This design comes from an exercise in tuning for small area and a short achievable clock period on the open sky130 flow, not from production work. RTL that was checked went through simulation tests only; none was proved equivalent to the original. The RTL of runs 2 to 4 was laid out without a check of its function. Power and IR drop assume default switching activity.

$ cat run.sh
#!/bin/bash
# synth_recipe.tcl (not shown) runs the flow's synth.tcl, then flattens the netlist and writes it again
# the make line also repeats each setting of config.mk as NAME=value (left out here)
make -C /OpenROAD-flow-scripts/flow DESIGN_CONFIG=/design/flow/config.mk WORK_HOME=/design/flow/orfs CLKGATE_MAP_FILE= SYNTH_SCRIPT=/design/flow/synth_recipe.tcl finish
$ cat config.mk
export PLATFORM = sky130hd
export DESIGN_NAME = cycle_uart_in
export DESIGN_NICKNAME = cycle_uart_in
export VERILOG_FILES = /design/flow/design.v
export SDC_FILE = /design/flow/constraint.sdc
export NUM_CORES = 4
export LEC_CHECK = 0
export CAP_MARGIN = 20
export CORE_MARGIN = 2
export CORE_UTILIZATION = 40
export SLEW_MARGIN = 20
$ cat constraint.sdc
create_clock -name core_clock -period 4.0 [get_ports {clock}]
set_input_delay 0.8000 -clock core_clock [delete_from_list [all_inputs] [get_ports {clock}]]
set_output_delay 0.8000 -clock core_clock [all_outputs]
set_load 0.01 [all_outputs]
$ cat design.v
`default_nettype none
module cycle_uart_in #(
    parameter int WORD_SIZE = 32,
    parameter int WORD_PART = 8,
    parameter int MEM_SIZE  = 64,
    parameter int CLQ_FREQ  = 1_843_200,
    parameter int BAUD_RATE = 115200
) (
    input  logic                 clock,
    input  logic                 reset,
    input  logic                 sig,
    output logic [WORD_SIZE-1:0] data_out,
    output logic                 valid_out,
    input  logic                 ready_in,
    output logic                 full,
    output logic                 empty,
    output logic                 frame_err,
    output logic                 overflow
);
    localparam int CLKS_PER_BIT = CLQ_FREQ / BAUD_RATE;
    localparam int HALF_BIT     = CLKS_PER_BIT / 2;
    localparam int NUM_PARTS    = WORD_SIZE / WORD_PART;
    localparam int CNT_W        = (CLKS_PER_BIT > 1) ? $clog2(CLKS_PER_BIT) : 1;
    localparam int BIT_W        = (WORD_PART > 1) ? $clog2(WORD_PART) : 1;
    localparam int PART_W       = (NUM_PARTS > 1) ? $clog2(NUM_PARTS) : 1;
    localparam int ADDR_W       = (MEM_SIZE > 1) ? $clog2(MEM_SIZE) : 1;
    localparam logic [CNT_W-1:0]  CNT_LAST   = CNT_W'(CLKS_PER_BIT - 1);
    localparam logic [CNT_W-1:0]  CNT_HALF   = CNT_W'(HALF_BIT - 1);
    localparam logic [BIT_W-1:0]  BIT_LAST   = BIT_W'(WORD_PART - 1);
    localparam logic [PART_W-1:0] PART_LAST  = PART_W'(NUM_PARTS - 1);
    localparam logic [ADDR_W:0]   COUNT_FULL = (ADDR_W + 1)'(MEM_SIZE);
    typedef enum logic [2:0] {
        ST_ARM,
        ST_IDLE,
        ST_START,
        ST_DATA,
        ST_STOP
    } state_t;
    logic                 sig_meta_q, sig_meta_d;
    logic                 sig_s_q, sig_s_d;
    logic                 sig_prev_q, sig_prev_d;
    state_t               state_q, state_d;
    logic [CNT_W-1:0]     cnt_q, cnt_d;
    logic [BIT_W-1:0]     bit_idx_q, bit_idx_d;
    logic [WORD_PART-1:0] shift_q, shift_d;
    logic                 byte_stb_q, byte_stb_d;
    logic                 ferr_q, ferr_d;
    logic [PART_W-1:0]    part_q, part_d;
    logic [WORD_SIZE-1:0] word_q, word_d;
    logic                 push_q, push_d;
    logic [WORD_SIZE-1:0] mem_q [MEM_SIZE];
    logic [ADDR_W-1:0]    wr_ptr_q, wr_ptr_d;
    logic [ADDR_W-1:0]    rd_ptr_q, rd_ptr_d;
    logic [ADDR_W:0]      count_q, count_d;
    logic                 full_q, full_d;
    logic                 empty_q, empty_d;
    logic                 ovf_q, ovf_d;
    logic [WORD_SIZE-1:0] data_q, data_d;
    logic                 do_pop;
    logic                 do_push;
    logic [ADDR_W:0]      remain;
    always_comb begin
        sig_meta_d = sig;
        sig_s_d    = sig_meta_q;
        sig_prev_d = sig_s_q;
    end
    always_comb begin
        state_d    = state_q;
        cnt_d      = cnt_q;
        bit_idx_d  = bit_idx_q;
        shift_d    = shift_q;
        byte_stb_d = 1'b0;
        ferr_d     = 1'b0;
        case (state_q)
            ST_ARM: begin
                if (!sig_s_q) begin
                    cnt_d = '0;
                end else if (cnt_q == CNT_LAST) begin
                    cnt_d   = '0;
                    state_d = ST_IDLE;
                end else begin
                    cnt_d = cnt_q + 1'b1;
                end
            end
            ST_IDLE: begin
                if (sig_prev_q && !sig_s_q) begin
                    cnt_d   = '0;
                    state_d = ST_START;
                end
            end
            ST_START: begin
                if (cnt_q == CNT_HALF) begin
                    cnt_d     = '0;
                    bit_idx_d = '0;
                    state_d   = sig_s_q ? ST_IDLE : ST_DATA;
                end else begin
                    cnt_d = cnt_q + 1'b1;
                end
            end
            ST_DATA: begin
                if (cnt_q == CNT_LAST) begin
                    cnt_d   = '0;
                    shift_d = WORD_PART'({sig_s_q, shift_q} >> 1);
                    if (bit_idx_q == BIT_LAST) begin
                        state_d = ST_STOP;
                    end else begin
                        bit_idx_d = bit_idx_q + 1'b1;
                    end
                end else begin
                    cnt_d = cnt_q + 1'b1;
                end
            end
            ST_STOP: begin
                if (cnt_q == CNT_LAST) begin
                    cnt_d = '0;
                    if (sig_s_q) begin
                        byte_stb_d = 1'b1;
                        state_d    = ST_IDLE;
                    end else begin
                        ferr_d  = 1'b1;
                        state_d = ST_ARM;
                    end
                end else begin
                    cnt_d = cnt_q + 1'b1;
                end
            end
            default: begin
                cnt_d   = '0;
                state_d = ST_ARM;
            end
        endcase
    end
    always_comb begin
        word_d = word_q;
        part_d = part_q;
        push_d = 1'b0;
        if (ferr_q) begin
            word_d = '0;
            part_d = '0;
        end else if (byte_stb_q) begin
            word_d = (word_q << WORD_PART) | WORD_SIZE'(shift_q);
            if (part_q == PART_LAST) begin
                part_d = '0;
                push_d = 1'b1;
            end else begin
                part_d = part_q + 1'b1;
            end
        end
    end
    always_comb begin
        do_pop   = !empty_q && ready_in;
        do_push  = push_q && (!full_q || do_pop);
        wr_ptr_d = wr_ptr_q;
        rd_ptr_d = rd_ptr_q;
        count_d  = count_q;
        ovf_d    = ovf_q | (push_q && !do_push);
        data_d   = data_q;
        if (do_push) begin
            wr_ptr_d = wr_ptr_q + 1'b1;
        end
        if (do_pop) begin
            rd_ptr_d = rd_ptr_q + 1'b1;
        end
        case ({do_push, do_pop})
            2'b10:   count_d = count_q + 1'b1;
            2'b01:   count_d = count_q - 1'b1;
            default: count_d = count_q;
        endcase
        full_d  = (count_d == COUNT_FULL);
        empty_d = (count_d == '0);
        remain = count_q - {{ADDR_W{1'b0}}, do_pop};
        if (count_d != '0) begin
            if (remain == '0) begin
                data_d = word_q;
            end else begin
                data_d = mem_q[rd_ptr_d];
            end
        end
    end
    always_ff @(posedge clock) begin
        if (do_push) begin
            mem_q[wr_ptr_q] <= word_q;
        end
    end
    always_ff @(posedge clock) begin
        if (reset) begin
            sig_meta_q <= 1'b1;
            sig_s_q    <= 1'b1;
            sig_prev_q <= 1'b1;
            state_q    <= ST_ARM;
            cnt_q      <= '0;
            bit_idx_q  <= '0;
            shift_q    <= '0;
            byte_stb_q <= 1'b0;
            ferr_q     <= 1'b0;
            part_q     <= '0;
            word_q     <= '0;
            push_q     <= 1'b0;
            wr_ptr_q   <= '0;
            rd_ptr_q   <= '0;
            count_q    <= '0;
            full_q     <= 1'b0;
            empty_q    <= 1'b1;
            ovf_q      <= 1'b0;
            data_q     <= '0;
        end else begin
            sig_meta_q <= sig_meta_d;
            sig_s_q    <= sig_s_d;
            sig_prev_q <= sig_prev_d;
            state_q    <= state_d;
            cnt_q      <= cnt_d;
            bit_idx_q  <= bit_idx_d;
            shift_q    <= shift_d;
            byte_stb_q <= byte_stb_d;
            ferr_q     <= ferr_d;
            part_q     <= part_d;
            word_q     <= word_d;
            push_q     <= push_d;
            wr_ptr_q   <= wr_ptr_d;
            rd_ptr_q   <= rd_ptr_d;
            count_q    <= count_d;
            full_q     <= full_d;
            empty_q    <= empty_d;
            ovf_q      <= ovf_d;
            data_q     <= data_d;
        end
    end
    assign data_out  = data_q;
    assign valid_out = !empty_q;
    assign full      = full_q;
    assign empty     = empty_q;
    assign frame_err = ferr_q;
    assign overflow  = ovf_q;
endmodule
`default_nettype wire
==> impl_metrics.tcl, run 1 <==
set metrics [dict create \
    holdBufCountCts 0 \
    wl_um 256000 \
    whs_ns 0.186 \
    ys_ff_latch 2160 \
    power_frac_clock_pct 45.2 \
    area_growth_pct 17.9 \
    relSlewSlack_pct 26.6 \
    ir_drop_mv 0.366 \
    tns_ns 0 \
    post_cts_buffers 0 \
    wl_per_cell_um 28.8 \
    cts_tree "done" \
    drcViolationCount 0 \
    gp_congestion 0.824 \
    boundaryPins 41 \
    critPathMaxFanout 31 \
    yosysSeqAreaShare_pct 73.1 \
    cts_buffers 218 \
    power_leakage_nw 33.5 \
    synth_area_per_cell_um2 16.1 \
    drive_gt1_share_pct 21.4 \
    path_cells "clkdlybuf4s50_1 -> buf_12 -> nand2b_4 -> buf_4 -> inv_6 -> xnor2_4 -> buf_12 -> buf_4 -> buf_4 -> nand2_1 -> nand3_1 -> nand3_1 -> a32oi_1 -> nand4_1 -> a311oi_1" \
    mappedNetlistArea_mm2 0.0872 \
    coreArea_mm2 0.217 \
    cts.repair.resized 0 \
    initial_core_util_pct 40.2 \
    hp-class "in -> reg" \
    clkLatencyLatePin_ns 0.87 \
    cp_slowest_cell "clkdlybuf4s50_1" \
    fin_ws_ns 0.235 \
    grt_pass1_wl_um 368000 \
    dp_slack_ns -0.794 \
    first_iter_violations 6432 \
    finalHoldViolCount 0 \
    path_delay_family "buffers and inverters" \
    crit_type "in -> reg" \
    required_ns 4.76 \
    cp.buffers_inverters 7 \
    async_flop_share_pct 0 \
    place_inst 8478 \
    max_stage_delay_ns 0.45 \
    status "timing/DRC/antenna clean" \
    layout.nets 5858 \
    clockBufferDepth 3 \
    power_switching_mw 8.69 \
    io_buffers 40 \
    syn_nets 5432 \
    clockRootBuffer "clkbuf_16" \
    synth_flop_cell "edfxtp_1" \
    diodes 0 \
    swShare_pct 19.5 \
    maxCapViolCount 0 \
    grt_overflow 0 \
    cpMostUsedCell "buf_4" \
    fmax_mhz 266 \
    worst_pin_slew_ns 1.10 \
    arrival_ns 4.52 \
    grt_max_degree 138 \
    grt_usage_pct 22.8 \
    die_w_um 471 \
    cts.sinks 2160 \
    pwr-share-comb_pct 0.1 \
    rsz0062_at_grt "false" \
    synth.distinct_cells 73 \
    p_seq_share_pct 54.7 \
    die_h_um 471 \
    path_clk_slew_ns 0.06 \
    post-route-period-util_pct 94.1 \
    first_pass_iters 7 \
    p_int_mw 35.9 \
    synthTopCellsByArea "edfxtp_1 (71%), mux4_2 (7.7%), mux2i_1 (3.2%)" \
    hpwl_um 153000 \
    synth-edff-count 2048 \
    crit_path_end_kind "flop" \
    critPathLaunchType "input port" \
    setup_viol 0 \
    via_per_inst 5.94 \
    htreeDepth 4 \
    antenna_found_initial 8 \
    rows 171 \
    instances_no_fill 8887 \
    synthCells 5418 \
    yosysTopAreaCell "edfxtp_1" \
    vias 52800 \
    grt_pass1_vias 51500 \
    p_per_area_mw_per_mm2 433 \
    finClkSkew_ns 0.0490 \
    finalMaxSlewViolations 0 \
    post-route-min-period_ns 3.77 \
    ant_nets 0 \
    die_area_mm2 0.222 \
    ys_warn_count 1 \
    yosys.area.top_type_share_pct 70.5 \
]
## cells by family after synthesis
kind of cell             share of synthesized area (%)
AO/OA/AOI/OAI                                     5.18
multiplexers                                      11.0
XOR/XNOR                                         0.271
flip-flops                                        73.1
AND/OR/NAND/NOR                                   8.22
adder cells (fa/ha/maj)                          0.143
buffers and inverters                             2.09
## layout by cell type (no fill, tap or decap), drive strengths merged, types with 15 or more instances in the layout
cell type,synthesis,routed
a2111oi,27,27
a211oi,105,105
a21oi,192,192
a311oi,34,34
a31oi,24,24
a32oi,76,76
and3,25,25
buf,209,541
bufinv,0,17
clkbuf,165,305
clkdlybuf4s50,0,39
clkinv,0,80
dfxtp,112,112
edfxtp,2048,2048
mux2i,275,275
mux4,299,299
nand2,665,665
nand3,344,344
nand4,88,88
nor2,254,254
nor2b,89,89
nor3,41,41
nor4,15,15
o21ai,101,101
o22ai,53,53
## cell type report
cell class | instances | area, um^2
Tap cell | 2854 | 3570
Fill cell | 18300 | 114000
Sequential cell | 2160 | 63800
Timing Repair Buffer | 580 | 6060
Clock buffer | 305 | 5950
Multi-Input combinational cell | 2876 | 22300
Inverter | 8 | 35.0
Clock inverter | 104 | 1100
## Yosys cell counts, types with 19 or more instances
cell,n
edfxtp_1,2048
nand2_1,665
nand3_1,343
mux4_2,299
mux2i_1,275
nor2_1,254
a21oi_1,191
clkbuf_1,165
buf_2,112
dfxtp_1,112
a211oi_1,105
nor2b_1,89
nand4_1,88
o21ai_0,82
a32oi_1,76
o22ai_1,53
buf_1,47
nor3_1,39
a311oi_1,34
buf_4,34
a2111oi_0,27
and3_1,25
a31oi_1,24
o21ai_1,19
## per-stage QoR
stage          cell area [um^2]  power (mW)  util (%)
4_1_cts                  103000        44.8      47.4
2_1_floorplan             87200        24.9         -
3_5_place_dp              95700        24.9      44.1
5_1_grt                  103000        45.7      47.4
3_3_place_gp              95700        24.9      44.1
6_report                 103000        44.6      47.4
## sequential cells by signal, indices dropped and copies added (netlist names)
signal / cells
empty_q: 1
full_q: 1
ovf_q: 1
mem_q: 2048
cnt_q: 4
sig_s_q: 1
shift_q: 8
bit_idx_q: 3
part_q: 2
sig_meta_q: 1
push_q: 1
state_q: 3
count_q: 7
ferr_q: 1
word_q: 32
data_q: 32
byte_stb_q: 1
sig_prev_q: 1
rd_ptr_q: 6
wr_ptr_q: 6
## worst reg2reg max path, delay by kind of cell, from the launching register on
kind	cells	cell delay, ns
AO/OA/AOI/OAI	5	1.28
buffers and inverters	3	0.91
AND/OR/NAND/NOR	2	0.80
flip-flops	1	0.51
## per-layer routing
| metal | GRT usage, % | vias up | share of wire (%) |
|---|---|---|---|
| met5 | 0 | - | 0 |
| met4 | 8.12 | 0 | 3.6 |
| met3 | 4.00 | 445 | 8.8 |
| met1 | 31.4 | 27500 | 40 |
| li1 | - | 22300 | - |
| met2 | 36.3 | 2476 | 47 |
## path summary, 6_finish.rpt
check / end / startpoint / slack (ns) / cells after the start
max: data_q[0] / ready_in / 0.23 / 15
min: bit_idx_q[2] / reset / 0.19 / 2
max reg2reg: data_q[17] / rd_ptr_q[0] / 0.34 / 10
min reg2reg: sig_s_q / sig_meta_q / 0.41 / 1
## power groups by stage
stage	clock (mW)	combinational [mW]	sequential (mW)
after floorplan	0	0.0297	24.8
after global placement	0	0.0521	24.8
after detailed placement	0	0.0528	24.8
after CTS	20.4	0.0529	24.4
after global routing	21.3	0.0572	24.4
final	20.1	0.0533	24.4
==> run 2: changes to the inputs <==
--- a/design.v
+++ b/design.v
@@ -50,5 +50,6 @@
     logic                 push_q, push_d;
-    logic [WORD_SIZE-1:0] mem_q [MEM_SIZE];
-    logic [ADDR_W-1:0]    wr_ptr_q, wr_ptr_d;
-    logic [ADDR_W-1:0]    rd_ptr_q, rd_ptr_d;
+    logic [WORD_SIZE-1:0] ring_q [MEM_SIZE];
+    logic [ADDR_W-1:0]    rsel_q, rsel_d;    
+    logic [ADDR_W-1:0]    ppos_q, ppos_d;    
+    logic                 pend_q, pend_d;    
     logic [ADDR_W:0]      count_q, count_d;
@@ -60,3 +61,5 @@
     logic                 do_push;
-    logic [ADDR_W:0]      remain;
+    logic                 ring_wr;
+    logic                 next_is_word;
+    logic [WORD_SIZE-1:0] ring_next;
     always_comb begin
@@ -137,3 +140,2 @@
         if (ferr_q) begin
-            word_d = '0;
             part_d = '0;
@@ -150,15 +152,5 @@
     always_comb begin
-        do_pop   = !empty_q && ready_in;
-        do_push  = push_q && (!full_q || do_pop);
-        wr_ptr_d = wr_ptr_q;
-        rd_ptr_d = rd_ptr_q;
-        count_d  = count_q;
-        ovf_d    = ovf_q | (push_q && !do_push);
-        data_d   = data_q;
-        if (do_push) begin
-            wr_ptr_d = wr_ptr_q + 1'b1;
-        end
-        if (do_pop) begin
-            rd_ptr_d = rd_ptr_q + 1'b1;
-        end
+        do_pop  = !empty_q && ready_in;
+        do_push = push_q && (!full_q || do_pop);
+        ovf_d   = ovf_q | (push_q && !do_push);
         case ({do_push, do_pop})
@@ -170,9 +162,16 @@
         empty_d = (count_d == '0);
-        remain = count_q - {{ADDR_W{1'b0}}, do_pop};
-        if (count_d != '0) begin
-            if (remain == '0) begin
-                data_d = word_q;
-            end else begin
-                data_d = mem_q[rd_ptr_d];
-            end
+        rsel_d = do_pop ? rsel_q : rsel_q - 1'b1;
+        ring_wr = pend_q && (ppos_q == '0);
+        pend_d  = pend_q && !ring_wr;
+        ppos_d  = ppos_q - 1'b1;
+        if (do_push) begin
+            pend_d = 1'b1;
+            ppos_d = rsel_q + ADDR_W'(count_q) - ADDR_W'(2);
+        end
+        next_is_word = (count_q == (ADDR_W + 1)'(1)) || (pend_q && count_q == (ADDR_W + 1)'(2));
+        ring_next    = ring_q[rsel_q];
+        if (do_pop) begin
+            data_d = next_is_word ? word_q : ring_next;
+        end else begin
+            data_d = empty_q ? word_q : data_q;
         end
@@ -180,5 +179,14 @@
     always_ff @(posedge clock) begin
-        if (do_push) begin
-            mem_q[wr_ptr_q] <= word_q;
-        end
+        for (int j = 0; j < MEM_SIZE - 1; j++) begin
+            ring_q[j] <= ring_q[j+1];
+        end
+        ring_q[MEM_SIZE-1] <= ring_wr ? word_q : ring_q[0];
+    end
+    always_ff @(posedge clock) begin
+        shift_q   <= shift_d;
+        bit_idx_q <= bit_idx_d;
+        word_q    <= word_d;
+        rsel_q    <= rsel_d;
+        ppos_q    <= ppos_d;
+        data_q    <= data_d;
     end
@@ -191,4 +199,2 @@
             cnt_q      <= '0;
-            bit_idx_q  <= '0;
-            shift_q    <= '0;
             byte_stb_q <= 1'b0;
@@ -196,6 +202,4 @@
             part_q     <= '0;
-            word_q     <= '0;
             push_q     <= 1'b0;
-            wr_ptr_q   <= '0;
-            rd_ptr_q   <= '0;
+            pend_q     <= 1'b0;
             count_q    <= '0;
@@ -204,3 +208,2 @@
             ovf_q      <= 1'b0;
-            data_q     <= '0;
         end else begin
@@ -211,4 +214,2 @@
             cnt_q      <= cnt_d;
-            bit_idx_q  <= bit_idx_d;
-            shift_q    <= shift_d;
             byte_stb_q <= byte_stb_d;
@@ -216,6 +217,4 @@
             part_q     <= part_d;
-            word_q     <= word_d;
             push_q     <= push_d;
-            wr_ptr_q   <= wr_ptr_d;
-            rd_ptr_q   <= rd_ptr_d;
+            pend_q     <= pend_d;
             count_q    <= count_d;
@@ -224,3 +223,2 @@
             ovf_q      <= ovf_d;
-            data_q     <= data_d;
         end
==> impl_metrics.tcl, run 2 <==
set metrics [dict create \
    p_per_area_mw_per_mm2 654 \
    layout.nets 4584 \
    wl_per_cell_um 33.9 \
    register_area_mm2 0.0441 \
    tns_ns 0 \
    power_leakage_nw 26.4 \
    synth_mux_area_share_pct 0.838 \
    p_seq_share_pct 48.0 \
    r2r_end "data_q[25]" \
    synth-edff-count 81 \
    rrSetupSlack_ns 0.12 \
    endpoint "data_q[25]" \
    crit_type "reg -> reg" \
    cts_buffers 193 \
    synth_top_family_by_area "compound AO/OA/AOI/OAI gates" \
    synth_most_common_cell "dfxtp_1" \
    rr_worst_depth 10 \
    htreeDepth 4 \
    path_clk_slew_ns 0.06 \
    async_flop_share_pct 0 \
    syn_nets 4396 \
    boundaryPins 41 \
    wl_um 225000 \
    finalHoldViolCount 0 \
    path_cells "inv_1 -> ha_1 -> nand2_1 -> nor2_4 -> buf_4 -> a22o_1 -> a221oi_1 -> nand4_1 -> nor4_1 -> o221ai_1" \
    largest_register_ffs 2048 \
    cts.repair.resized 0 \
    crit_path_end_kind "flop" \
    ys_ff_latch 2161 \
    initial_core_util_pct 40.3 \
    area_growth_pct 18.2 \
    clockRootBuffer "clkbuf_16" \
    io_buffers 40 \
    final_area_mm2 0.0693 \
    required_ns 4.64 \
    mappedNetlistArea_mm2 0.0587 \
    die_h_um 387 \
    yosysSeqAreaShare_pct 75.1 \
    arrival_ns 4.51 \
    worstSetupStartpoint "rsel_q[1]" \
    reg_top3 "ring_q: 2048 flops, data_q: 32 flops, word_q: 32 flops" \
    maxCapViolCount 0 \
    first_pass_iters 8 \
    cts_tree "done" \
    die_area_mm2 0.150 \
    pwr-share-comb_pct 10.7 \
    hpwl_um 141000 \
    multi_input_comb_area_mm2 0.0139 \
    status "timing/DRC/antenna clean" \
    clkLatencyLatePin_ns 0.83 \
    grt_usage_pct 29.1 \
    p_int_mw 33.2 \
    power_frac_clock_pct 41.2 \
    setup_viol 0 \
    yosysTopAreaCell "dfxtp_1" \
    post-route-min-period_ns 3.88 \
    die_w_um 387 \
    worst_pin_slew_ns 1.31 \
    placedInstanceArea_mm2 0.0629 \
    synth_flop_cell "dfxtp_1" \
    first_iter_violations 6208 \
    synth.distinct_cells 65 \
    critPathMaxFanout 17 \
    grt_pass1_vias 39500 \
    r2r_start "rsel_q[1]" \
    antenna_found_initial 4 \
    synth_commonest_cells "dfxtp_1 (2,080), a22oi_1 (634), nand2_1 (195), a22o_1 (170), clkbuf_1 (152)" \
    via_per_inst 6.12 \
    vias 40600 \
    ys_warn_count 2 \
    drive_gt1_share_pct 13.5 \
    critPathLaunchType "flop" \
    top_register "ring_q" \
    rows 140 \
    holdBufCountCts 0 \
    hp-class "reg -> reg" \
    final_cell_mix "dfxtp_1 (2,080), a22oi_1 (634), clkbuf_16 (201), nand2_1 (194), a22o_1 (170)" \
    synthCells 4366 \
    grt_pass1_wl_um 307000 \
    swShare_pct 26.8 \
    grt_max_degree 46 \
    fmax_mhz 258 \
    drcViolationCount 0 \
    ir_drop_mv 0.636 \
    yosys.area.top_type_share_pct 71.0 \
    relSlewSlack_pct 12.4 \
    synth_area_per_cell_um2 13.4 \
    cp_slowest_cell "nor2_4" \
    synthXorXnorAreaFrac_pct 0.239 \
    fillers 12600 \
    max_stage_delay_ns 0.98 \
    post_cts_buffers 0 \
    grt_overflow 0 \
    synth_adder_area_share_pct 0.567 \
    synthSimpleGateAreaFrac_pct 6.22 \
    finClkSkew_ns 0.0433 \
    synthTopCellsByArea "dfxtp_1 (71%), a22oi_1 (8.1%), edfxtp_1 (4.1%)" \
    final_common_cell "dfxtp_1" \
    min_from "ring_q[32][9]" \
    gp_congestion 0.935 \
    synth-compound-area-share_pct 15.0 \
    rsz0062_at_grt "false" \
    power_switching_mw 12.2 \
    coreArea_mm2 0.146 \
    ant_nets 0 \
    cts.sinks 2161 \
    clockBufferDepth 3 \
    finalMaxSlewViolations 0 \
    post-route-period-util_pct 96.9 \
]
run 2: cell count changes after synthesis, sizes merged, moves of 115 or more:
cell,before,now
a22o,0,170
a21oi,192,52
dfxtp,112,2080
edfxtp,2048,81
mux4,299,0
buf,209,94
mux2i,275,3
nand3,344,35
a221oi,1,133
nand2,665,195
a22oi,14,635
run 2: per-layer routing:
layer	vias to the layer above	track usage, %	wire length [um]
li1	16600	-	-
met4	4	15.3	13200
met1	20100	38.8	89000
met5	-	0	27
met2	3139	43.6	96000
met3	717	7.17	26400
run 2: worst min path at each step:
stage	endpoint	slack, ns	depth (start not counted)
floorplan	ring_q[10][25]	0.32	0
global placement	ring_q[13][31]	0.33	0
detailed placement	ring_q[25][30]	0.33	0
CTS	ring_q[31][9]	0.32	0
global route	ring_q[61][9]	0.33	0
finish	ring_q[31][9]	0.32	0
run 2: cell type report:
type / instances / area share, %
Antenna cell: 2 / 0.00722
Clock buffer: 290 / 8.33
Clock inverter: 66 / 0.940
Inverter: 33 / 0.179
Multi-Input combinational cell: 1926 / 20.1
Sequential cell: 2161 / 63.6
Tap cell: 1917 / 3.46
Timing Repair Buffer: 239 / 3.41
run 2: power groups by stage:
stage	registers, mW	clock network (mW)	logic (mW)
global placement	22.3	0	4.50
CTS	21.8	18.8	4.58
floorplan	22.2	0	1.73
global route	21.8	19.6	4.73
finish	21.8	18.7	4.87
detailed placement	22.3	0	4.56
run 2: critical path, delay by kind of cell (launching register included):
family / cells / cell delay (ns)
AO/OA/AOI/OAI: 3 / 0.44
buffers and inverters: 2 / 0.74
flip-flops: 1 / 0.44
adder cells (fa/ha/maj): 1 / 0.49
AND/OR/NAND/NOR: 4 / 1.57
run 2: cell families (layout without fill, tap and decap cells):
group	Yosys count	in the layout
adder cells (fa/ha/maj)	26	26
buffers and inverters	279	628
other	0	2
AO/OA/AOI/OAI	1125	1125
flip-flops	2161	2161
multiplexers	44	44
AND/OR/NAND/NOR	715	715
XOR/XNOR	16	16
run 2: stage by stage:
stage | power [mW] | instances | setup WS [ns] | hold slack [ns] | utilization (%)
floorplan | 24.0 | 4366 | 0.941 | 0.323 | -
global placement | 26.8 | 6268 | 0.345 | 0.327 | 43.1
detailed placement | 26.8 | 6275 | 0.313 | 0.334 | 43.2
CTS | 45.1 | 6631 | 0.297 | 0.324 | 47.6
global route | 46.1 | 6632 | 0.0519 | 0.335 | 47.6
finish | 45.4 | 6634 | 0.125 | 0.319 | 47.6
==> run 3: changes to the inputs <==
--- a/design.v
+++ b/design.v
@@ -51,4 +51,7 @@
     logic [WORD_SIZE-1:0] ring_q [MEM_SIZE];
-    logic [ADDR_W-1:0]    rsel_q, rsel_d;    
-    logic [ADDR_W-1:0]    ppos_q, ppos_d;    
+    localparam int LO_N = 8;
+    localparam int HI_N = MEM_SIZE / LO_N;
+    logic [LO_N-1:0]      lo_q, lo_d;
+    logic [HI_N-1:0]      hi_q, hi_d;
+    logic [ADDR_W-1:0]    wpos_q, wpos_d;    
     logic                 pend_q, pend_d;    
@@ -58,3 +61,6 @@
     logic                 ovf_q, ovf_d;
-    logic [WORD_SIZE-1:0] data_q, data_d;
+    logic [WORD_SIZE-1:0] data_q, data_d;    
+    logic [WORD_SIZE-1:0] out_q;             
+    logic                 data_ld;
+    logic [WORD_SIZE-1:0] data_nx;
     logic                 do_pop;
@@ -64,2 +70,3 @@
     logic [WORD_SIZE-1:0] ring_next;
+    logic [WORD_SIZE-1:0] grp [HI_N];
     always_comb begin
@@ -162,17 +169,26 @@
         empty_d = (count_d == '0);
-        rsel_d = do_pop ? rsel_q : rsel_q - 1'b1;
-        ring_wr = pend_q && (ppos_q == '0);
-        pend_d  = pend_q && !ring_wr;
-        ppos_d  = ppos_q - 1'b1;
-        if (do_push) begin
-            pend_d = 1'b1;
-            ppos_d = rsel_q + ADDR_W'(count_q) - ADDR_W'(2);
-        end
+        if (do_pop) begin
+            lo_d = lo_q;
+            hi_d = hi_q;
+        end else begin
+            lo_d = {lo_q[0], lo_q[LO_N-1:1]};
+            hi_d = lo_q[0] ? {hi_q[0], hi_q[HI_N-1:1]} : hi_q;
+        end
+        wpos_d = do_push ? wpos_q : wpos_q - 1'b1;
+        ring_wr = pend_q && (wpos_q == ADDR_W'(1));
+        pend_d  = (pend_q && !ring_wr) || do_push;
         next_is_word = (count_q == (ADDR_W + 1)'(1)) || (pend_q && count_q == (ADDR_W + 1)'(2));
-        ring_next    = ring_q[rsel_q];
-        if (do_pop) begin
-            data_d = next_is_word ? word_q : ring_next;
-        end else begin
-            data_d = empty_q ? word_q : data_q;
-        end
+        for (int i = 0; i < HI_N; i++) begin
+            grp[i] = '0;
+            for (int j = 0; j < LO_N; j++) begin
+                grp[i] = grp[i] | (ring_q[i*LO_N + j] & {WORD_SIZE{lo_q[j]}});
+            end
+        end
+        ring_next = '0;
+        for (int i = 0; i < HI_N; i++) begin
+            ring_next = ring_next | (grp[i] & {WORD_SIZE{hi_q[i]}});
+        end
+        data_nx = next_is_word ? word_q : ring_next;
+        data_ld = do_pop || empty_q;
+        data_d  = do_pop ? data_nx : (empty_q ? word_q : data_q);
     end
@@ -188,5 +204,6 @@
         word_q    <= word_d;
-        rsel_q    <= rsel_d;
-        ppos_q    <= ppos_d;
-        data_q    <= data_d;
+        out_q     <= data_d;
+        if (data_ld) begin
+            data_q <= do_pop ? data_nx : word_q;
+        end
     end
@@ -204,2 +221,5 @@
             pend_q     <= 1'b0;
+            lo_q       <= LO_N'(1);
+            hi_q       <= HI_N'(1);
+            wpos_q     <= '1;
             count_q    <= '0;
@@ -219,2 +239,5 @@
             pend_q     <= pend_d;
+            lo_q       <= lo_d;
+            hi_q       <= hi_d;
+            wpos_q     <= wpos_d;
             count_q    <= count_d;
@@ -225,3 +248,3 @@
     end
-    assign data_out  = data_q;
+    assign data_out  = out_q;
     assign valid_out = !empty_q;
--- a/config.mk
+++ b/config.mk
@@ -9,3 +9,3 @@
 export CORE_MARGIN = 2
-export CORE_UTILIZATION = 40
+export CORE_UTILIZATION = 60
 export SLEW_MARGIN = 20
==> impl_metrics.tcl, run 3 <==
set metrics [dict create \
    die_h_um 319 \
    ir_drop_mv 0.472 \
    synthTopCellsByArea "dfxtp_1 (72%), a22oi_1 (13%), edfxtp_1 (3.8%)" \
    async_flop_share_pct 0 \
    cts.sinks 2203 \
    synth_flop_cell "dfxtp_1" \
    boundaryPins 41 \
    grt_max_degree 86 \
    hpwl_um 79500 \
    wl_um 143000 \
    finClkSkew_ns 0.0211 \
    gp_congestion 0.826 \
    wl_per_cell_um 24.5 \
    cp_slowest_cell "and2_4" \
    rows 115 \
    clkLatencyLatePin_ns 0.78 \
    cts_tree "done" \
    largest_register_ffs 2048 \
    first_iter_violations 2827 \
    first_pass_iters 6 \
    tns_ns 0 \
    finalMaxSlewViolations 0 \
    whs_ns 0.339 \
    crit_path_end_kind "flop" \
    ys_ff_latch 2203 \
    hp-class "reg -> reg" \
    mappedNetlistArea_mm2 0.0595 \
    post-route-period-util_pct 76.3 \
    status "timing/DRC/antenna clean" \
    yosys.area.top_type_share_pct 71.6 \
    grt_pass1_vias 36000 \
    synth-edff-count 75 \
    critPathLaunchType "flop" \
    syn_nets 4349 \
    layout.nets 4386 \
    place_inst 5458 \
    post-route-min-period_ns 3.05 \
    yosysTopAreaCell "dfxtp_1" \
    yosysSeqAreaShare_pct 75.4 \
    required_ns 4.62 \
    clockRootBuffer "clkbuf_16" \
    power_leakage_nw 23.7 \
    arrival_ns 3.67 \
    crit_type "reg -> reg" \
    instances_no_fill 5816 \
    holdBufCountCts 0 \
    antenna_found_initial 1 \
    synthCells 4333 \
    die_w_um 319 \
    placedInstanceArea_mm2 0.0614 \
    initial_core_util_pct 60.5 \
    finalHoldViolCount 0 \
    fillers 6980 \
    ant_nets 0 \
    path_clk_slew_ns 0.06 \
    grt_pass1_wl_um 219000 \
    final_cell_mix "dfxtp_1 (2,117), a22oi_1 (1,059), clkbuf_16 (204), a41oi_1 (160), a21oi_1 (79)" \
    final_common_cell "dfxtp_1" \
    setup_viol 0 \
    relSlewSlack_pct 30.3 \
    drive_gt1_share_pct 11.3 \
    rrSetupSlack_ns 0.95 \
    io_buffers 40 \
    grt_usage_pct 27.7 \
    ys_warn_count 3 \
    die_area_mm2 0.102 \
    top_register "ring_q" \
    p_total_mw 41.1 \
    diodes 0 \
    clockBufferDepth 3 \
    maxCapViolCount 0 \
    vias 35600 \
    cts_buffers 197 \
    path_cells "inv_1 -> ha_1 -> a21oi_1 -> or3_4 -> buf_4 -> and2_4 -> nor2_1 -> a21oi_1" \
    synth.distinct_cells 64 \
    critPathMaxFanout 32 \
    cts.repair.resized 0 \
    htreeDepth 4 \
    post_cts_buffers 0 \
    p_per_area_mw_per_mm2 605 \
    final_area_mm2 0.0679 \
    synth_commonest_cells "dfxtp_1 (2,128), a22oi_1 (1,059), clkbuf_1 (211), a41oi_1 (160), a21oi_1 (79)" \
    area_growth_pct 14.1 \
    drcViolationCount 0 \
    rsz0062_at_grt "false" \
    cpMostUsedCell "a21oi_1" \
    synth_area_per_cell_um2 13.7 \
    synth_most_common_cell "dfxtp_1" \
    fmax_mhz 328 \
    worst_pin_slew_ns 1.05 \
    max_stage_delay_ns 0.74 \
    coreArea_mm2 0.0984 \
    grt_overflow 0 \
    via_per_inst 6.12 \
]
## run 3: cell count changes after synthesis, sizes merged, moves of 90 or more
cell,delta
a22oi,+424
nor2,-90
a221oi,-132
nand2,-159
a22o,-169
a41oi,+160
## run 3: logic make-up after synthesis
family,after synthesis,synth area share [%]
flops,2203,75.4
simple gates,280,3.06
xor+xnor,5,0.0736
fa+ha+maj,12,0.252
buf+inv,325,2.20
mux,37,0.690
compound gates,1471,18.4
## run 3: worst paths after layout
check | depth (start not counted) | endpoint | from
hold / removal | 0 | ring_q[49][27] | ring_q[50][27]
setup / recovery | 8 | data_q[31] | count_q[0]
hold reg to reg | 0 | ring_q[49][27] | ring_q[50][27]
setup reg to reg | 8 | data_q[31] | count_q[0]
## run 3: worst max-delay path, delay by kind of cell (launching register included)
kind,cells,cell delay (ns)
simple gates,3,1.40
buf+inv,2,0.50
flops,1,0.47
compound gates,2,0.26
fa+ha+maj,1,0.22
## run 3: routing by layer
metal	GRT usage [%]	part of all wire, %	up-vias
li1	-	-	16500
met1	39.0	46	17900
met2	44.5	46	970
met3	3.85	4.6	215
met4	8.30	2.4	0
met5	0	0	-
## run 3: cell type report
type | instances | area [um^2] | share of cell area (%)
clock inverters | 52 | 517 | 0.761
inverters | 25 | 95.1 | 0.140
flip-flops and latches | 2203 | 44900 | 66.1
multi-input cells | 1805 | 13400 | 19.7
clock buffers | 306 | 5950 | 8.76
well taps | 1287 | 1610 | 2.37
repair buffers | 138 | 1450 | 2.13
## run 3: per-stage QoR
stage               setup WS, ns  utilization (%)
floorplan                  0.917                -
global placement           0.495             62.4
detailed placement         0.445             62.4
CTS                        0.900             69.0
global route               0.783             69.0
finish                     0.948             69.0
## run 3: report_power, final
group / internal [mW] / switching (mW)
registers: 22.0 / 0.0775
clock network: 10.8 / 7.84
logic: 0.0638 / 0.264
total: 32.9 / 8.18
==> run 4: changes to the inputs <==
--- a/config.mk
+++ b/config.mk
@@ -10,2 +10,5 @@
 export CORE_UTILIZATION = 60
+export CTS_BUF_LIST = sky130_fd_sc_hd__clkbuf_4 sky130_fd_sc_hd__clkbuf_8
+export CTS_CLUSTER_SIZE = 20
+export SETUP_SLACK_MARGIN = 1.8
 export SLEW_MARGIN = 20
==> impl_metrics.tcl, run 4 <==
set metrics [dict create \
    relSlewSlack_pct 41.5 \
    yosysSeqAreaShare_pct 75.4 \
    path_delay_family "simple AND/OR/NAND/NOR gates" \
    cp_slowest_cell "or4_4" \
    mappedNetlistArea_mm2 0.0595 \
    synthXorXnorAreaFrac_pct 0.0736 \
    syn_nets 4349 \
    cp.buffers_inverters 1 \
    final_common_cell "dfxtp_1" \
    path_clk_slew_ns 0.07 \
    htreeDepth 5 \
    gr-max-usage-layer "met2" \
    async_flop_share_pct 0 \
    boundaryPins 41 \
    initial_core_util_pct 60.5 \
    power_frac_clock_pct 45.5 \
    holdBufCountCts 0 \
    cts.sinks 2203 \
    pwr-share-comb_pct 1.4 \
    hp-class "reg -> reg" \
    ys_ff_latch 2203 \
    crit_type "reg -> reg" \
    arrival_ns 3.03 \
    largest_register_ffs 2048 \
    use_met2_pct 49.0 \
    wl_um 167000 \
    synthTopCellsByArea "dfxtp_1 (72%), a22oi_1 (13%), edfxtp_1 (3.8%)" \
    final_cell_mix "dfxtp_1 (2,077), a22oi_1 (920), clkbuf_8 (416), a22oi_2 (139), clkbuf_4 (121)" \
    max_stage_delay_ns 0.58 \
    crit_path_end_kind "flop" \
    wl_per_cell_um 26.9 \
    yosysTopAreaCell "dfxtp_1" \
    grt_pass1_vias 39200 \
    finClkSkew_ns 0.0565 \
    first_iter_violations 3557 \
    required_ns 4.67 \
    setup_viol 0 \
    ant_nets 0 \
    cts_buffers 335 \
    finalMaxSlewViolations 0 \
    die_area_mm2 0.102 \
    worst_pin_slew_ns 0.877 \
    area_growth_pct 23.2 \
    vias 38300 \
    critPathMaxFanout 8 \
    antenna_found_initial 2 \
    ys_warn_count 3 \
    post-route-period-util_pct 58.9 \
    clockBufferDepth 4 \
    clockRootBuffer "clkbuf_8" \
    grt_pass1_wl_um 243000 \
    path_cells "or4_4 -> or3_4 -> buf_12 -> and2_4 -> nor2_2 -> a21oi_1" \
    via_per_inst 6.18 \
    rows 115 \
    ir_drop_mv 0.376 \
    synth_area_per_cell_um2 13.7 \
    p_total_mw 41.6 \
    synth_mux_area_share_pct 0.689 \
    synth_most_common_cell "dfxtp_1" \
    finalHoldViolCount 0 \
    synth_flop_cell "dfxtp_1" \
    cts_tree "done" \
    synth-compound-area-share_pct 18.4 \
    use_met1_pct 43.2 \
    p_per_area_mw_per_mm2 567 \
    drive_gt1_share_pct 27.1 \
    clkLatencyLatePin_ns 0.99 \
    post-route-min-period_ns 2.36 \
    critPathLaunchType "flop" \
    power_leakage_nw 26.1 \
    gp_congestion 0.782 \
    io_buffers 40 \
    p_int_mw 32.9 \
    fmax_mhz 424 \
    synth.distinct_cells 64 \
    grt_max_degree 58 \
    fillers 6348 \
    first_pass_iters 6 \
    hpwl_um 80700 \
    die_h_um 319 \
    top_register "ring_q" \
    synth-edff-count 75 \
    swShare_pct 20.8 \
    status "timing/DRC/antenna clean" \
    synth_adder_area_share_pct 0.252 \
    die_w_um 319 \
    p_seq_share_pct 53.1 \
    maxCapViolCount 0 \
    rsz0062_at_grt "true" \
    synth_top_family_by_area "compound AO/OA/AOI/OAI gates" \
    synthSimpleGateAreaFrac_pct 3.06 \
    met3_usage_pct 5.20 \
    synthCells 4333 \
    grt_usage_pct 31.4 \
    coreArea_mm2 0.0984 \
    layout.nets 4686 \
    tns_ns 0 \
    yosys.area.top_type_share_pct 71.6 \
    drcViolationCount 0 \
    grt_overflow 0 \
    power_switching_mw 8.66 \
    synth_commonest_cells "dfxtp_1 (2,128), a22oi_1 (1,059), clkbuf_1 (211), a41oi_1 (160), a21oi_1 (79)" \
]
run 4: cell types whose count changed in the layout (fill, tap and decap cells not counted), sizes merged:
cell and change:
bufbuf +8, diode +3, clkinvlp +2, clkinv -9, bufinv -5, or3 +1, clkdlybuf4s50 -37, clkbuf +242
dlymetal6s2s +1, and2 +3, buf +175
run 4: worst register-to-register path: stages (launching register included):
cell and delay, ns:
dfxtp_4 0.35, or4_4 0.58, or3_4 0.50, buf_12 0.22
and2_4 0.24, nor2_2 0.13, a21oi_1 0.05
run 4: what timing repair did:
item,in CTS,in global routing
setup endpoints to repair,107,135
setup buffers,91,24
cloned,22,11
pin swaps,67,114
resized for setup,523,315
run 4: final cells by class:
class	instances	area, um^2	area share, %
clock buffers	537	6630	9.04
diodes	3	7.51	0.0102
well taps	1287	1610	2.20
inverters	25	119	0.162
multi-input cells	1809	15400	21.0
repair buffers	296	4240	5.79
clock inverters	40	322	0.438
flip-flops and latches	2203	45000	61.3
run 4: power by group through the flow:
stage / clock network [mW] / logic [mW] / registers [mW]
2_1_floorplan: 0 / 0.192 / 22.5
3_3_place_gp: 0 / 0.333 / 22.6
3_5_place_dp: 0 / 0.333 / 22.6
4_1_cts: 19.1 / 0.527 / 22.1
5_1_grt: 20.2 / 0.582 / 22.1
6_report: 18.9 / 0.577 / 22.1
run 4: layer usage:
metal  vias to the layer above  part of all wire [%]
met5                         -                     0
met2                      1571                    45
met1                     19200                    44
li1                      17200                     -
met3                       399                   6.3
met4                         0                   4.4
run 4: through the flow:
step | instances | util (%) | instance area [um^2] | setup WS [ns] | hold slack [ns]
2_1_floorplan | 4333 | - | 59600 | 1.37 | 0.331
6_report | 6200 | 74.5 | 73400 | 1.64 | 0.317
4_1_cts | 6162 | 72.6 | 71500 | 1.60 | 0.316
3_5_place_dp | 5472 | 62.5 | 61500 | 0.686 | 0.336
5_1_grt | 6200 | 74.5 | 73400 | 1.59 | 0.326
3_3_place_gp | 5472 | 62.5 | 61500 | 0.733 | 0.332
run 4: kinds of logic (layout without fill, tap and decap cells):
group | after synthesis | in the layout
adder cells (fa/ha/maj) | 12 | 12
buffers and inverters | 325 | 898
multiplexers | 37 | 37
AO/OA/AOI/OAI | 1471 | 1471
AND/OR/NAND/NOR | 280 | 284
other | 0 | 3
flip-flops | 2203 | 2203
XOR/XNOR | 5 | 5
run 4: final timing paths:
check	startpoint	to	slack [ns]	cells past startpoint
setup / recovery	count_q[5]	data_q[8]	1.64	6
hold / removal	ring_q[34][20]	ring_q[33][20]	0.32	0
setup reg to reg	count_q[5]	data_q[8]	1.64	6
hold reg to reg	ring_q[34][20]	ring_q[33][20]	0.32	0
==> run 5: changes to the inputs <==
--- a/design.v
+++ b/design.v
@@ -50,7 +50,5 @@
     logic                 push_q, push_d;
-    logic [WORD_SIZE-1:0] ring_q [MEM_SIZE];
-    localparam int LO_N = 8;
-    localparam int HI_N = MEM_SIZE / LO_N;
-    logic [LO_N-1:0]      lo_q, lo_d;
-    logic [HI_N-1:0]      hi_q, hi_d;
+    localparam int RING_N = MEM_SIZE - 1;
+    logic [WORD_SIZE-1:0] ring_q [RING_N];
+    logic [RING_N-1:0]    sel_q, sel_d;
     logic [ADDR_W-1:0]    wpos_q, wpos_d;    
@@ -60,7 +58,6 @@
     logic                 empty_q, empty_d;
+    logic                 full_o, empty_o, valid_o;
     logic                 ovf_q, ovf_d;
-    logic [WORD_SIZE-1:0] data_q, data_d;    
-    logic [WORD_SIZE-1:0] out_q;             
-    logic                 data_ld;
-    logic [WORD_SIZE-1:0] data_nx;
+    logic [WORD_SIZE-1:0] data_q, out_q;
+    logic                 sel_ring, sel_word, sel_hold;
     logic                 do_pop;
@@ -70,3 +67,2 @@
     logic [WORD_SIZE-1:0] ring_next;
-    logic [WORD_SIZE-1:0] grp [HI_N];
     always_comb begin
@@ -167,12 +163,17 @@
         endcase
-        full_d  = (count_d == COUNT_FULL);
-        empty_d = (count_d == '0);
-        if (do_pop) begin
-            lo_d = lo_q;
-            hi_d = hi_q;
+        if (do_push) begin
+            full_d  = do_pop ? full_q : (count_q == COUNT_FULL - 1'b1);
+            empty_d = do_pop ? empty_q : 1'b0;
         end else begin
-            lo_d = {lo_q[0], lo_q[LO_N-1:1]};
-            hi_d = lo_q[0] ? {hi_q[0], hi_q[HI_N-1:1]} : hi_q;
-        end
-        wpos_d = do_push ? wpos_q : wpos_q - 1'b1;
+            full_d  = do_pop ? 1'b0 : full_q;
+            empty_d = do_pop ? (count_q == (ADDR_W + 1)'(1)) : empty_q;
+        end
+        sel_d = do_pop ? sel_q : {sel_q[0], sel_q[RING_N-1:1]};
+        if (do_push) begin
+            wpos_d = wpos_q;
+        end else if (wpos_q == '0) begin
+            wpos_d = ADDR_W'(RING_N - 1);
+        end else begin
+            wpos_d = wpos_q - 1'b1;
+        end
         ring_wr = pend_q && (wpos_q == ADDR_W'(1));
@@ -180,21 +181,15 @@
         next_is_word = (count_q == (ADDR_W + 1)'(1)) || (pend_q && count_q == (ADDR_W + 1)'(2));
-        for (int i = 0; i < HI_N; i++) begin
-            grp[i] = '0;
-            for (int j = 0; j < LO_N; j++) begin
-                grp[i] = grp[i] | (ring_q[i*LO_N + j] & {WORD_SIZE{lo_q[j]}});
-            end
-        end
         ring_next = '0;
-        for (int i = 0; i < HI_N; i++) begin
-            ring_next = ring_next | (grp[i] & {WORD_SIZE{hi_q[i]}});
-        end
-        data_nx = next_is_word ? word_q : ring_next;
-        data_ld = do_pop || empty_q;
-        data_d  = do_pop ? data_nx : (empty_q ? word_q : data_q);
+        for (int p = 0; p < RING_N; p++) begin
+            ring_next = ring_next | (ring_q[p] & {WORD_SIZE{sel_q[p]}});
+        end
+        sel_ring = do_pop && !next_is_word;
+        sel_word = do_pop ? next_is_word : empty_q;
+        sel_hold = !do_pop && !empty_q;
     end
     always_ff @(posedge clock) begin
-        for (int j = 0; j < MEM_SIZE - 1; j++) begin
+        for (int j = 0; j < RING_N - 1; j++) begin
             ring_q[j] <= ring_q[j+1];
         end
-        ring_q[MEM_SIZE-1] <= ring_wr ? word_q : ring_q[0];
+        ring_q[RING_N-1] <= ring_wr ? word_q : ring_q[0];
     end
@@ -204,6 +199,6 @@
         word_q    <= word_d;
-        out_q     <= data_d;
-        if (data_ld) begin
-            data_q <= do_pop ? data_nx : word_q;
-        end
+        out_q     <= ({WORD_SIZE{sel_ring}} & ring_next) | ({WORD_SIZE{sel_word}} & word_q) |
+                     ({WORD_SIZE{sel_hold}} & data_q);
+        data_q    <= ({WORD_SIZE{sel_ring}} & ring_next) | ({WORD_SIZE{sel_word}} & word_q) |
+                     ({WORD_SIZE{sel_hold}} & out_q);
     end
@@ -221,5 +216,4 @@
             pend_q     <= 1'b0;
-            lo_q       <= LO_N'(1);
-            hi_q       <= HI_N'(1);
-            wpos_q     <= '1;
+            sel_q      <= RING_N'(1);
+            wpos_q     <= ADDR_W'(RING_N - 1);
             count_q    <= '0;
@@ -227,2 +221,5 @@
             empty_q    <= 1'b1;
+            full_o     <= 1'b0;
+            empty_o    <= 1'b1;
+            valid_o    <= 1'b0;
             ovf_q      <= 1'b0;
@@ -239,4 +236,3 @@
             pend_q     <= pend_d;
-            lo_q       <= lo_d;
-            hi_q       <= hi_d;
+            sel_q      <= sel_d;
             wpos_q     <= wpos_d;
@@ -245,2 +241,5 @@
             empty_q    <= empty_d;
+            full_o     <= (count_d == COUNT_FULL);
+            empty_o    <= (count_d == '0);
+            valid_o    <= (count_d != '0);
             ovf_q      <= ovf_d;
@@ -249,5 +248,5 @@
     assign data_out  = out_q;
-    assign valid_out = !empty_q;
-    assign full      = full_q;
-    assign empty     = empty_q;
+    assign valid_out = valid_o;
+    assign full      = full_o;
+    assign empty     = empty_o;
     assign frame_err = ferr_q;
--- a/config.mk
+++ b/config.mk
@@ -10,5 +10,3 @@
 export CORE_UTILIZATION = 60
-export CTS_BUF_LIST = sky130_fd_sc_hd__clkbuf_4 sky130_fd_sc_hd__clkbuf_8
-export CTS_CLUSTER_SIZE = 20
-export SETUP_SLACK_MARGIN = 1.8
+export SETUP_SLACK_MARGIN = 2.0
 export SLEW_MARGIN = 20
==> impl_metrics.tcl, run 5 <==
set metrics [dict create \
    path_clk_slew_ns 0.06 \
    clkLatencyLatePin_ns 0.80 \
    cts_tree "done" \
    final_cell_mix "dfxtp_1 (2,071), a22o_1 (480), a221oi_1 (383), buf_4 (245), nand2_1 (216)" \
    ir_drop_mv 0.461 \
    final_common_cell "dfxtp_1" \
    setup_viol 0 \
    hpwl_um 128000 \
    relSlewSlack_pct 48.1 \
    largest_register_ffs 2016 \
    post-route-period-util_pct 53.5 \
    grt_pass1_vias 41700 \
    final_area_mm2 0.0731 \
    cts_buffers 200 \
    synthCells 4254 \
    synth_area_per_cell_um2 13.9 \
    synth_flop_cell "dfxtp_1" \
    mappedNetlistArea_mm2 0.0590 \
    rows 115 \
    wl_um 237000 \
    antenna_found_initial 13 \
    htreeDepth 4 \
    die_h_um 318 \
    post-route-min-period_ns 2.14 \
    ant_nets 0 \
    gp_congestion 0.957 \
    wl_per_cell_um 39.1 \
    top_register "ring_q" \
    ys_ff_latch 2221 \
    yosys.area.top_type_share_pct 73.9 \
    hp-class "reg -> reg" \
    die_w_um 318 \
    p_total_mw 41.8 \
    first_iter_violations 7120 \
    clockBufferDepth 3 \
    grt_overflow 0 \
    area_growth_pct 23.9 \
    grt_pass1_wl_um 320000 \
    critPathLaunchType "flop" \
    boundaryPins 41 \
    critPathMaxFanout 6 \
    arrival_ns 2.79 \
    layout.nets 4629 \
    drive_gt1_share_pct 23.4 \
    die_area_mm2 0.101 \
    synthTopCellsByArea "dfxtp_1 (74%), a221oi_1 (7.1%), a22o_1 (7.1%)" \
    yosysSeqAreaShare_pct 76.1 \
    async_flop_share_pct 0 \
    initial_core_util_pct 60.2 \
    crit_type "reg -> reg" \
    io_buffers 40 \
    synth_most_common_cell "dfxtp_1" \
    tns_ns 0 \
    status "timing/DRC/antenna clean" \
    holdBufCountCts 0 \
    grt_max_degree 65 \
    first_pass_iters 6 \
    placedInstanceArea_mm2 0.0612 \
    finalMaxSlewViolations 0 \
    power_leakage_nw 28.3 \
    vias 43000 \
    via_per_inst 7.09 \
    coreArea_mm2 0.0980 \
    ys_warn_count 2 \
    worst_pin_slew_ns 0.777 \
    synth-edff-count 43 \
    required_ns 4.65 \
    clockRootBuffer "clkbuf_16" \
    maxCapViolCount 0 \
    rsz0062_at_grt "true" \
    cts.sinks 2221 \
    drcViolationCount 0 \
    crit_path_end_kind "flop" \
    yosysTopAreaCell "dfxtp_1" \
    finalHoldViolCount 0 \
    synth_commonest_cells "dfxtp_1 (2,178), a221oi_1 (480), a22o_1 (480), clkbuf_1 (249), nand2_1 (239)" \
    p_per_area_mw_per_mm2 572 \
    reg_top3 "ring_q: 2016 flops, sel_q: 63 flops" \
    synth.distinct_cells 62 \
    fmax_mhz 468 \
    finClkSkew_ns 0.0372 \
    syn_nets 4271 \
    grt_usage_pct 45.2 \
]
[run 5: final cells by class]
type / count / area [um^2]
clock buffer: 288 / 5940
clock inverter: 75 / 773
sequential: 2221 / 45200
tap: 1287 / 1610
multi-input combinational: 1715 / 14300
fill: 6018 / 24800
antenna: 5 / 12.5
timing repair buffer: 461 / 5200
inverter: 13 / 58.8
[run 5: cell families after synthesis]
group	Yosys count	synth area share [%]
AOI/OAI and AO/OA	1186	16.9
xor gates and xnor gates	4	0.0594
adders and majority gates	13	0.276
buffers and inverters	318	2.10
DFF	2221	76.1
muxes	34	0.644
and+or+nand+nor	478	3.94
[run 5: critical path, cell delays in order (launching register included)]
cell	delay, ns
dfxtp_4	0.45
buf_12	0.19
buf_6	0.16
a22o_1	0.22
a221oi_2	0.25
nand4_1	0.19
nor4_4	0.37
o211ai_1	0.14
[run 5: path summary, 6_finish.rpt]
path / slack, ns / cells past startpoint / startpoint / end
min: 0.32 / 0 / ring_q[33][7] / ring_q[32][7]
min reg2reg: 0.32 / 0 / ring_q[33][7] / ring_q[32][7]
max: 1.86 / 7 / sel_q[47] / out_q[21]
max reg2reg: 1.86 / 7 / sel_q[47] / out_q[21]
[run 5: what timing repair did]
action                     4_1_cts  5_1_grt
gates resized for setup        517      153
setup buffers                  230       43
setup endpoints to repair      158      120
pin swaps                       71      121
gates cloned                     5        3
[run 5: per-layer routing]
metal | vias up | track usage (%) | wire [um]
met5 | - | 1.18 | 281
met3 | 1019 | 13.8 | 32500
met4 | 18 | 28.7 | 17200
met1 | 21400 | 58.4 | 86700
met2 | 3770 | 66.2 | 100000
li1 | 16800 | - | -
[run 5: power by group]
group	leakage [nW]	internal, mW	total, mW	switching (mW)
logic	6.92	0.0417	0.143	0.101
registers	18.0	22.1	22.1	0.0225
clock network	3.35	11.2	19.6	8.34
[run 5: per-stage QoR]
| stage | util, % | cells | hold WS [ns] | setup WS, ns |
|---|---|---|---|---|
| 3_5_place_dp | 62.5 | 5416 | 0.337 | 0.530 |
| 6_report | 74.6 | 6065 | 0.318 | 1.86 |
| 4_1_cts | 73.3 | 6014 | 0.331 | 1.87 |
| 2_1_floorplan | - | 4254 | 0.330 | 1.64 |
| 5_1_grt | 74.6 | 6061 | 0.348 | 1.85 |
| 3_3_place_gp | 62.5 | 5416 | 0.333 | 0.591 |
==> run 6: changes to the inputs <==
--- a/config.mk
+++ b/config.mk
@@ -10,3 +10,6 @@
 export CORE_UTILIZATION = 60
+export CTS_CLUSTER_DIAMETER = 80
+export CTS_CLUSTER_SIZE = 26
 export SETUP_SLACK_MARGIN = 2.0
 export SLEW_MARGIN = 20
+export TNS_END_PERCENT = 0
==> impl_metrics.tcl, run 6 <==
set metrics [dict create \
    status "timing/DRC/antenna clean" \
    swShare_pct 20.3 \
    yosys.area.top_type_share_pct 73.9 \
    use_met1_pct 57.0 \
    relSlewSlack_pct 23.0 \
    ys_warn_count 2 \
    wl_per_cell_um 39.5 \
    drcViolationCount 0 \
    wl_um 223000 \
    syn_nets 4271 \
    synthTopCellsByArea "dfxtp_1 (74%), a221oi_1 (7.1%), a22o_1 (7.1%)" \
    finClkSkew_ns 0.0380 \
    htreeDepth 3 \
    p_int_mw 26.7 \
    tns_ns 0 \
    yosysSeqAreaShare_pct 76.1 \
    r2r_start "sel_q[56]" \
    grt_pass1_vias 39400 \
    power_frac_clock_pct 33.7 \
    mappedNetlistArea_mm2 0.0590 \
    initial_core_util_pct 60.2 \
    async_flop_share_pct 0 \
    rsz0062_at_grt "true" \
    cts.sinks 2221 \
    die_h_um 318 \
    die_w_um 318 \
    pwr-share-comb_pct 0.3 \
    rr_worst_depth 6 \
    finalHoldViolCount 0 \
    finalMaxSlewViolations 0 \
    max_stage_delay_ns 0.52 \
    synth.distinct_cells 62 \
    coreArea_mm2 0.0980 \
    met3_usage_pct 12.1 \
    p_seq_share_pct 66.0 \
    critPathMaxFanout 16 \
    grt_pass1_wl_um 305000 \
    synth_flop_cell "dfxtp_1" \
    post-route-min-period_ns 2.21 \
    power_leakage_nw 24.6 \
    vias 40300 \
    grt_max_degree 93 \
    required_ns 4.60 \
    use_met2_pct 63.5 \
    crit_type "reg -> reg" \
    top_register "ring_q" \
    cts_tree "done" \
    ant_nets 0 \
    worst_pin_slew_ns 1.15 \
    hpwl_um 123000 \
    ys_ff_latch 2221 \
    min_from "ring_q[15][6]" \
    holdPathStages 0 \
    gp_congestion 0.922 \
    path_cells "buf_4 -> a22o_1 -> a221oi_1 -> nand4_1 -> nor4_2 -> o211ai_1" \
    area_growth_pct 11.4 \
    maxCapViolCount 0 \
    grt_usage_pct 43.1 \
    rows 115 \
    final_cell_mix "dfxtp_1 (2,080), a22o_1 (480), a221oi_1 (477), nand2_1 (239), buf_4 (152)" \
    setup_viol 0 \
    dp_slack_ns 0.562 \
    fmax_mhz 453 \
    cp_slowest_cell "dfxtp_4" \
    synth_commonest_cells "dfxtp_1 (2,178), a221oi_1 (480), a22o_1 (480), clkbuf_1 (249), nand2_1 (239)" \
    die_area_mm2 0.101 \
    clockBufferDepth 3 \
    path_clk_slew_ns 0.10 \
    p_per_area_mw_per_mm2 510 \
    via_per_inst 7.13 \
    clkLatencyLatePin_ns 0.73 \
    synthCells 4254 \
    ir_drop_mv 0.352 \
    yosysTopAreaCell "dfxtp_1" \
    instances_no_fill 5646 \
    hp-class "reg -> reg" \
    first_iter_violations 6470 \
    place_inst 5382 \
    arrival_ns 2.81 \
    synth_area_per_cell_um2 13.9 \
    boundaryPins 41 \
    fillers 6975 \
    critPathLaunchType "flop" \
    cts_buffers 95 \
    antenna_found_initial 7 \
    crit_path_end_kind "flop" \
    largest_register_ffs 2016 \
    post-route-period-util_pct 55.2 \
    synth_most_common_cell "dfxtp_1" \
    io_buffers 40 \
    first_pass_iters 7 \
    worstSetupStartpoint "sel_q[56]" \
    synth-edff-count 43 \
    fin_ws_ns 1.79 \
    grt_overflow 0 \
    final_common_cell "dfxtp_1" \
    layout.nets 4341 \
    reg_top3 "ring_q: 2016 flops, sel_q: 63 flops" \
    clockRootBuffer "clkbuf_16" \
    drive_gt1_share_pct 13.2 \
    gr-max-usage-layer "met2" \
    power_switching_mw 6.80 \
]
run 6: cell counts after synthesis:
Identical to the previous run, type by type.
run 6: what timing repair did:
action / CTS / global route
setup endpoints to repair: 165 / 150
gates resized for setup: 345 / 11
hold buffers: 0 / 0
gates cloned: 0 / 1
pin swaps: 7 / 1
buffers inserted: 121 / 10
run 6: cell type report:
| cell class | count | area [um^2] | area share (%) |
|---|---|---|---|
| flip-flops and latches | 2221 | 45200 | 68.7 |
| diodes | 4 | 10.0 | 0.0152 |
| multi-input cells | 1715 | 13400 | 20.4 |
| inverters | 13 | 51.3 | 0.0780 |
| clock buffers | 124 | 2600 | 3.96 |
| well taps | 1287 | 1610 | 2.45 |
| repair buffers | 278 | 2850 | 4.33 |
| clock inverters | 4 | 41.3 | 0.0628 |
run 6: kinds of logic after synthesis:
family	Yosys count	share of synthesized area [%]
AOI/OAI and AO/OA	1186	16.9
xor gates and xnor gates	4	0.0594
adders and majority gates	13	0.276
buffers and inverters	318	2.10
DFF	2221	76.1
muxes	34	0.644
and+or+nand+nor	478	3.94
run 6: critical path: cells and delay by family, from the launching register on:
| family | cells | cell delay (ns) |
|---|---|---|
| compound gates | 3 | 0.69 |
| simple gates | 2 | 0.56 |
| flops | 1 | 0.52 |
| buf+inv | 1 | 0.31 |
run 6: power groups by stage:
| stage | sequential, mW | clock, mW | combinational [mW] |
|---|---|---|---|
| 3_3_place_gp | 22.7 | 0 | 0.0822 |
| 5_1_grt | 22.1 | 12.0 | 0.114 |
| 4_1_cts | 22.1 | 11.2 | 0.108 |
| 2_1_floorplan | 22.7 | 0 | 0.0526 |
| 6_report | 22.1 | 11.3 | 0.112 |
| 3_5_place_dp | 22.7 | 0 | 0.0850 |
run 6: per-stage QoR:
stage / hold slack, ns / utilization [%] / area [um^2] / total power, mW
floorplan: 0.330 / - / 59200 / 22.7
global placement: 0.333 / 62.2 / 61000 / 22.8
detailed placement: 0.336 / 62.3 / 61000 / 22.8
CTS: 0.344 / 67.0 / 65600 / 33.5
global route: 0.347 / 67.1 / 65800 / 34.3
finish: 0.335 / 67.1 / 65800 / 33.5
run 6: path summary, 6_finish.rpt:
kind	end	slack [ns]
setup / recovery	data_q[14]	1.79
hold / removal	ring_q[14][6]	0.33
setup reg to reg	data_q[14]	1.79
hold reg to reg	ring_q[14][6]	0.33
run 6: routing by layer:
| layer | wire, um | part of all wire, % |
|---|---|---|
| met5 | 135 | 0.061 |
| met4 | 16100 | 7.2 |
| met3 | 28900 | 13 |
| met2 | 93600 | 42 |
| met1 | 84000 | 38 |
==> run 7: changes to the inputs <==
--- a/config.mk
+++ b/config.mk
@@ -14,2 +14 @@
 export SLEW_MARGIN = 20
-export TNS_END_PERCENT = 0
==> impl_metrics.tcl, run 7 <==
set metrics [dict create \
    status "timing/DRC/antenna clean" \
    grt_overflow 0 \
    vias 41400 \
    clockBufferDepth 3 \
    synth_commonest_cells "dfxtp_1 (2,178), a221oi_1 (480), a22o_1 (480), clkbuf_1 (249), nand2_1 (239)" \
    hpwl_um 128000 \
    drcViolationCount 0 \
    via_per_inst 7.13 \
    area_growth_pct 16.1 \
    place_inst 5416 \
    clkLatencyLatePin_ns 0.73 \
    reg_top3 "ring_q: 2016 flops, sel_q: 63 flops" \
    instances_no_fill 5801 \
    power_frac_clock_pct 33.4 \
    grt_usage_pct 43.4 \
    p_int_mw 26.6 \
    p_total_mw 33.4 \
    fmax_mhz 472 \
    cts_tree "done" \
    synth-edff-count 43 \
    grt_pass1_vias 39900 \
    die_w_um 318 \
    grt_pass1_wl_um 308000 \
    synthCells 4254 \
    final_common_cell "dfxtp_1" \
    finalHoldViolCount 0 \
    worst_pin_slew_ns 0.766 \
    yosysTopAreaCell "dfxtp_1" \
    gp_congestion 0.957 \
    post-route-min-period_ns 2.12 \
    rr_worst_depth 6 \
    cts_buffers 95 \
    ys_warn_count 2 \
    rrSetupSlack_ns 1.88 \
    initial_core_util_pct 60.2 \
    layout.nets 4496 \
    r2r_start "sel_q[40]" \
    finClkSkew_ns 0.0272 \
    tns_ns 0 \
    rsz0062_at_grt "true" \
    synthTopCellsByArea "dfxtp_1 (74%), a221oi_1 (7.1%), a22o_1 (7.1%)" \
    syn_nets 4271 \
    ir_drop_mv 0.369 \
    setup_viol 0 \
    htreeDepth 3 \
    die_area_mm2 0.101 \
    top_register "ring_q" \
    yosysSeqAreaShare_pct 76.1 \
    antenna_found_initial 11 \
    clockRootBuffer "clkbuf_16" \
    r2r_end "out_q[15]" \
    boundaryPins 41 \
    post-route-period-util_pct 53.0 \
    cts.sinks 2221 \
    min_to "ring_q[22][1]" \
    hp-class "reg -> reg" \
    fin_util_pct 69.9 \
    first_iter_violations 6623 \
    wl_per_cell_um 39.1 \
    finalMaxSlewViolations 0 \
    required_ns 4.61 \
    yosys.area.top_type_share_pct 73.9 \
    async_flop_share_pct 0 \
    coreArea_mm2 0.0980 \
    wl_um 227000 \
    ant_nets 0 \
    crit_path_end_kind "flop" \
    min_from "ring_q[23][1]" \
    io_buffers 40 \
    power_leakage_nw 25.9 \
    p_seq_share_pct 66.2 \
]
-- run 7: worst max-delay path by stage --
| stage | start | to | slack [ns] | cells past startpoint |
|---|---|---|---|---|
| global placement | ready_in | empty_o | 0.59 | 10 |
| detailed placement | ready_in | data_q[16] | 0.53 | 9 |
| finish | sel_q[40] | out_q[15] | 1.88 | 6 |
| CTS | count_q[4] | out_q[14] | 1.88 | 6 |
| global route | sel_q[40] | out_q[15] | 1.75 | 6 |
| floorplan | ready_in | valid_o | 1.64 | 10 |
-- run 7: stage by stage --
stage	hold slack, ns	instance area, um^2
2_1_floorplan	0.330	59200
3_3_place_gp	0.333	61200
3_5_place_dp	0.337	61200
4_1_cts	0.342	67300
5_1_grt	0.348	68500
6_report	0.344	68500
-- run 7: power by group through the flow --
stage | registers [mW] | clock network [mW] | logic [mW]
floorplan | 22.7 | 0 | 0.0526
global placement | 22.7 | 0 | 0.0856
detailed placement | 22.7 | 0 | 0.0889
CTS | 22.1 | 11.1 | 0.125
global route | 22.1 | 11.9 | 0.141
finish | 22.1 | 11.2 | 0.141
-- run 7: kinds of logic (layout without fill, tap and decap cells) --
logic type	after synthesis	count (layout)	share of synthesized area, %
simple gates	478	478	3.94
buf+inv	318	571	2.10
fa+ha+maj	13	13	0.276
other cells	0	7	0
mux	34	34	0.644
flops	2221	2221	76.1
xor+xnor	4	4	0.0594
compound gates	1186	1186	16.9
-- run 7: cell type report --
| type | instances | area (um^2) | area share, % |
|---|---|---|---|
| Sequential cell | 2221 | 45200 | 66.0 |
| Multi-Input combinational cell | 1715 | 14200 | 20.8 |
| Timing Repair Buffer | 433 | 4790 | 6.99 |
| Clock buffer | 120 | 2530 | 3.70 |
| Tap cell | 1287 | 1610 | 2.35 |
| Inverter | 13 | 56.3 | 0.0822 |
| Clock inverter | 5 | 51.3 | 0.0749 |
| Antenna cell | 7 | 17.5 | 0.0256 |
-- run 7: worst max-delay path, cell delays in order, from the launching register on --
cell	delay (ns)
dfxtp_4	0.43
buf_6	0.22
a22o_1	0.24
a221oi_1	0.37
nand4_1	0.23
nor4_4	0.35
o211ai_1	0.14
-- run 7: repair_timing --
item / 4_1_cts / 5_1_grt
setup endpoints to repair: 159 / 112
cloned: 3 / 3
hold buffers: 0 / 0
setup buffers: 215 / 32
resized for setup: 482 / 151
pin swaps: 63 / 119
endpoints found under the hold margin: 0 / 0
-- run 7: per-layer routing --
metal / GRT usage (%) / vias up / wire [um]
li1: - / 16400 / -
met1: 57.5 / 20600 / 85500
met2: 63.5 / 3420 / 95200
met3: 11.3 / 886 / 29200
met4: 27.6 / 10 / 16600
met5: 0 / - / 63

==> re-timing with driven ports <==
Ports are ideal in the flow. The routed layouts listed here were re-timed in OpenROAD. Step 1, drivers: a clkbuf_16 drives clock and a buf_2 each remaining input, both assumed. Step 2 times the ports against the registers' clock, not the clock port: input delays grow and output delays shrink by t, the midpoint of the rising clock arrivals with the driver on. Three values: ideal ports, drivers, drivers and shift; two values: the first two.
run	shift t [ns]	slack for setup (ns)
run 1	0.936	0.235 / 0.289 / -0.647
run 2	0.887	0.125 / 0.125 / 0.125
run 3	0.837	0.948 / 0.884 / 0.413
run 4	1.030	1.643 / 1.580 / 0.844
run 5	0.857	1.862 / 1.808 / 1.320
run 6	0.789	1.791 / 1.791 / 1.280
run 7	0.796	1.881 / 1.861 / 1.257
With both steps, setup timing fails in run 1, where it was met with ideal ports.
